From an optimization exercise on the open Yosys and OpenROAD flow, aimed at a short achievable clock period and few clock cycles; shortcuts taken in it are not production practice.
In this exercise RTL edits were held to simulation tests only and were not proved equivalent to the original.
Power figures rest on the tool's default switching activity, not on a simulated workload.

Setup of 12-14:
==> flow/design.v (excerpt) <==
module tinyCore (
    input  logic        clk,
    input  logic        reset_n,
    input  logic        halt,
    input  logic        trap,
    output logic [31:0] iAddr,
    input  logic [31:0] iData,
    output logic [31:0] dAddr,
    input  logic [31:0] dIn,
    output logic [31:0] dOut,
    output logic        memRw,
    output logic        strobe
);
For scale: roughly 7,300 cells after synthesis, ~810 flip-flops, roughly 170 I/O pins.
==> flow/config.mk <==
export PLATFORM = sky130hd
export DESIGN_NAME = tinyCore
export DESIGN_NICKNAME = tinyCore
export VERILOG_FILES = /design/flow/design.v
export SDC_FILE = /design/flow/constraint.sdc
export NUM_CORES = 4
export LEC_CHECK = 0
export CAP_MARGIN = 20
export CORE_MARGIN = 2
export CORE_UTILIZATION = 30
export SLEW_MARGIN = 20
==> flow/constraint.sdc <==
create_clock -name core_clock -period 16.0 [get_ports {clk}]
set_input_delay 3.2000 -clock core_clock [delete_from_list [all_inputs] [get_ports {clk}]]
set_output_delay 3.2000 -clock core_clock [all_outputs]
set_load 0.01 [all_outputs]
run.sh (not shown) runs the stock make flow with config.mk's settings and CLKGATE_MAP_FILE= SYNTH_SCRIPT=/design/flow/synth_recipe.tcl, a recipe that flattens the netlist after the stock synthesis.
12-14 completed; timing, DRC and antenna clean
Testbench counts of 12-14, summed over its fixed seeds: cycles 78,438.
What 07-01 does differently from 12-14 at the input level:
Settings: an added ABC_CLOCK_PERIOD_IN_PS of 3000; a change of CORE_UTILIZATION from 30 to 50.
--- outcome ---
07-01 finished end to end and its layout was clean on timing, DRC and antenna. Global-route usage (lower): 12-14. 12-14 and 07-01 ended up with nearly the same fraction of final layout cells with drive strength greater than 1. Leakage power of 07-01 is on par with 12-14. Between 12-14 and 07-01, the clock latency reported for the late side of the worst-skew pair figures differ only marginally.

========
the reference run:
Another version of the RTL of tinyCore (not shown whole).
For scale: ~7500 cells after synthesis, about 930 flip-flops, roughly 77000 µm² of cells after synthesis.
// tinyCore
module tinyCore (
    input  logic        clk,
    input  logic        reset_n,
    input  logic        halt,
    input  logic        trap,
    output logic [31:0] iAddr,
    input  logic [31:0] iData,
    output logic [31:0] dAddr,
    input  logic [31:0] dIn,
    output logic [31:0] dOut,
    output logic        memRw,
    output logic        strobe
);
Settings: LEC_CHECK=0, CAP_MARGIN=20, CORE_MARGIN=2, CORE_UTILIZATION=30, SLEW_MARGIN=20; clock period 16.0 ns.
standard.sh (not shown) runs the stock make flow with config.mk's settings and CLKGATE_MAP_FILE= SYNTH_SCRIPT=/design/flow/synth_recipe.tcl, a recipe that flattens the netlist after the stock synthesis.
==> flow/flow/run.sh <==
#!/bin/bash
# The standard layout, with timing repair aimed below the clock period
# (a setup margin), so that the achieved period shrinks, and the port
# buffers made with a plain buffer cell.
set -uo pipefail
bash standard.sh SETUP_SLACK_MARGIN=11 GPL_ROUTABILITY_DRIVEN=0 "BUFFER_PORTS_ARGS=-buffer_cell sky130_fd_sc_hd__buf_4" finish > layout.log 2>&1
Testbench counts of the reference run, summed over its fixed seeds: cycles 72,677.
Input-level comparison between the trial run and the reference run:
==> flow/flow/run.sh <==
#!/bin/bash
# The standard layout, with timing repair aimed below the clock period
# (a setup margin), so that the achieved period shrinks, and the port
# buffers made with a plain buffer cell.
set -uo pipefail
bash standard.sh SETUP_SLACK_MARGIN=11 "BUFFER_PORTS_ARGS=-buffer_cell sky130_fd_sc_hd__buf_4" finish > layout.log 2>&1
==> notes.md <==
[compare] base=the reference run new=the trial run: path length in cells of the critical path went up; sequential share of layout area went down; post-layout instance area went up. Between the reference run and the trial run, power increased. Diff the reference run -> the trial run: quantity of gates resized following cts shows an increase of about 46%; non-clock buffer count grew by 7.7%.

========
tinyCore, a different RTL version from the one above (not shown whole).
Size: ~7400 cells after synthesis, about 170 I/O pins, about 76000 um2 of cells after synthesis.
clock: 16.0 ns
lec_check: 0
cap_margin: 20
core_margin: 2
core_utilization: 30
slew_margin: 20
==> flow/flow/run.sh <==
#!/bin/bash
# The standard layout, with timing repair aimed below the clock period
# (a setup margin), so that the achieved period shrinks, and the port
# buffers made with a plain buffer cell.
set -uo pipefail
bash standard.sh SETUP_SLACK_MARGIN=11 "BUFFER_PORTS_ARGS=-buffer_cell sky130_fd_sc_hd__buf_4" finish > layout.log 2>&1
Testbench counts at the start, summed over its fixed seeds: cycles 73,641.
Then changed:
==> flow/flow/run.sh (replaced) <==
#!/bin/bash
# The standard layout, with timing repair aimed below the clock period
# (a setup margin), so that the achieved period shrinks.
set -uo pipefail
bash standard.sh SETUP_SLACK_MARGIN=11 finish > layout.log 2>&1
After rerunning:
- The changed run finished with timing, DRC and antenna clean
- total power goes up by 2.6%
- core utilization grows by 0.29 points
- register-to-register slack improved by 0.20 ns
- die area stays the same
- routed wire length grows by 1.6%
- design area grows by 0.77%
- sequential power is about the same
- setup slack is better by 0.013 ns
- global-route usage came out higher by 0.44 points
- combinational power climbs by about 4%

========
Another version of the RTL of tinyCore (not shown whole).
Size: about 6700 cells after synthesis, roughly 170 I/O pins.
==> flow/config.mk <==
export PLATFORM = sky130hd
export DESIGN_NAME = tinyCore
export DESIGN_NICKNAME = tinyCore
export VERILOG_FILES = /design/flow/design.v
export SDC_FILE = /design/flow/constraint.sdc
export NUM_CORES = 4
export LEC_CHECK = 0
export CAP_MARGIN = 20
export CORE_MARGIN = 2
export CORE_UTILIZATION = 30
export SLEW_MARGIN = 20
==> flow/constraint.sdc <==
create_clock -name core_clock -period 16.0 [get_ports {clk}]
set_input_delay 3.2000 -clock core_clock [delete_from_list [all_inputs] [get_ports {clk}]]
set_output_delay 3.2000 -clock core_clock [all_outputs]
set_load 0.01 [all_outputs]
==> flow/flow/run.sh <==
#!/bin/bash
# The standard layout, with timing repair aimed below the clock period
# (a setup margin), so that the achieved period shrinks.
set -uo pipefail
bash standard.sh SETUP_SLACK_MARGIN=12 finish > layout.log 2>&1
The baseline finished with timing, DRC and antenna clean.
Testbench counts at the start, summed over its fixed seeds: cycles 78,438.
Change:
--- a/flow/flow/run.sh
+++ b/flow/flow/run.sh
@@ -4,2 +4,2 @@
 set -uo pipefail
-bash standard.sh SETUP_SLACK_MARGIN=12 finish > layout.log 2>&1
+bash standard.sh SETUP_SLACK_MARGIN=11 finish > layout.log 2>&1
Outcome: Combinational power fell by a little under a tenth. Die area is unchanged. Total power came out lower by a few percent. Sequential power barely changes. Routed wire length shrinks by roughly a tenth. Final area falls by roughly a tenth. Setup slack gets better by 0.0046 ns. Global-route usage came out lower by 3.0 points. Register-to-register slack stays flat.

========
before:
tinyCore, a different RTL version from the one above (not shown whole).
For scale: about 7400 cells after synthesis, roughly 900 flip-flops, ~0.076 sq mm of cells after synthesis.
clock: 16.0 ns
lec_check: 0
cap_margin: 20
core_margin: 2
core_utilization: 45
slew_margin: 20
==> flow/flow/run.sh <==
#!/bin/bash
# The standard layout, with timing repair aimed below the clock period
# (a setup margin), so that the achieved period shrinks, and the port
# buffers made with a plain buffer cell.
set -uo pipefail
bash standard.sh SETUP_SLACK_MARGIN=11 PLACE_DENSITY=0.75 "BUFFER_PORTS_ARGS=-buffer_cell sky130_fd_sc_hd__buf_4" finish > layout.log 2>&1
Per the final summary, before finished and its layout is clean on timing, DRC and antenna.
Testbench counts of before, summed over its fixed seeds: cycles 72,677.
Setup changes, before to after
# before
export LEC_CHECK = 0
export CAP_MARGIN = 20
export CORE_MARGIN = 2
export CORE_UTILIZATION = 45
export SLEW_MARGIN = 20
create_clock -name core_clock -period 16.0 [get_ports {clk}]
# after
export LEC_CHECK = 0
export CAP_MARGIN = 20
export CORE_MARGIN = 2
export CORE_UTILIZATION = 30
export SLEW_MARGIN = 20
create_clock -name core_clock -period 16.0 [get_ports {clk}]
--- a/flow/flow/run.sh
+++ b/flow/flow/run.sh
@@ -5,2 +5,2 @@
 set -uo pipefail
-bash standard.sh SETUP_SLACK_MARGIN=11 PLACE_DENSITY=0.75 "BUFFER_PORTS_ARGS=-buffer_cell sky130_fd_sc_hd__buf_4" finish > layout.log 2>&1
+bash standard.sh SETUP_SLACK_MARGIN=11 "BUFFER_PORTS_ARGS=-buffer_cell sky130_fd_sc_hd__buf_4" finish > layout.log 2>&1
[summary]
Sequential share of cell area was higher in the run labelled after. before reports its cell with the largest stage delay on the worst path as sky130_fd_sc_hd__o211ai_1 while after reports sky130_fd_sc_hd__edfxtp_1. Lower largest incremental delay on the critical path goes to before over after. Cell area, after vs before: down slightly. Any difference in H-tree depth between after and before is small enough to ignore.

-- what the ideal ports hide --
Ports are ideal in the flow. The routed layouts listed here were re-timed in OpenROAD. Step 1: set_driving_cell puts a clkbuf_16 on clk and a buf_2 on each other input, an assumption about the parent block. Step 2 also shifts input and output timing later by t, the mid clock arrival at the registers, as if the neighbouring blocks saw the same clock. a / b / c = ideal ports / drivers / drivers and shift; a / b = the first two.
| run | t, ns | setup WS [ns] | hold slack, ns | worst setup path after step 2 | latest minus earliest clock arrival (ns) |
|---|---|---|---|---|---|
| 12-14 | 0.790 | 6.068 / 6.068 / 6.068 | 0.464 / 0.464 / 0.464 | register to register | 0.071 / 0.071 |
| 07-01 | 0.790 | 6.126 / 6.126 / 6.126 | 0.495 / 0.495 / 0.495 | register to register | 0.046 / 0.045 |
| the reference run | 0.862 | 10.849 / 10.766 / 9.904 | 0.455 / 0.455 / 0.455 | input to register | 0.112 / 0.112 |
| the trial run | 0.873 | 10.668 / 10.668 / 9.865 | 0.461 / 0.461 / 0.461 | input to register | 0.073 / 0.073 |
| the first run of note 3 | 0.844 | 10.402 / 10.355 / 9.511 | 0.422 / 0.422 / 0.422 | input to register | 0.058 / 0.058 |
| the second run of note 3 | 0.827 | 10.414 / 10.360 / 9.533 | 0.426 / 0.426 / 0.426 | input to register | 0.059 / 0.059 |
| the first run of note 4 | 0.840 | 9.824 / 9.824 / 9.559 | 0.469 / 0.469 / 0.469 | input to register | 0.090 / 0.091 |
| the second run of note 4 | 0.829 | 9.828 / 9.828 / 9.698 | 0.447 / 0.447 / 0.447 | input to register | 0.060 / 0.060 |
| before | 0.866 | 10.452 / 10.431 / 9.855 | 0.449 / 0.449 / 0.449 | input to register | 0.115 / 0.115 |
| after | 0.853 | 10.606 / 10.578 / 9.971 | 0.429 / 0.429 / 0.429 | input to register | 0.050 / 0.051 |
After both steps setup and hold are still met in every run listed. The setup slack of the reference run, which loses most, moves by -0.083 ns with the drivers and by -0.945 ns with both steps.
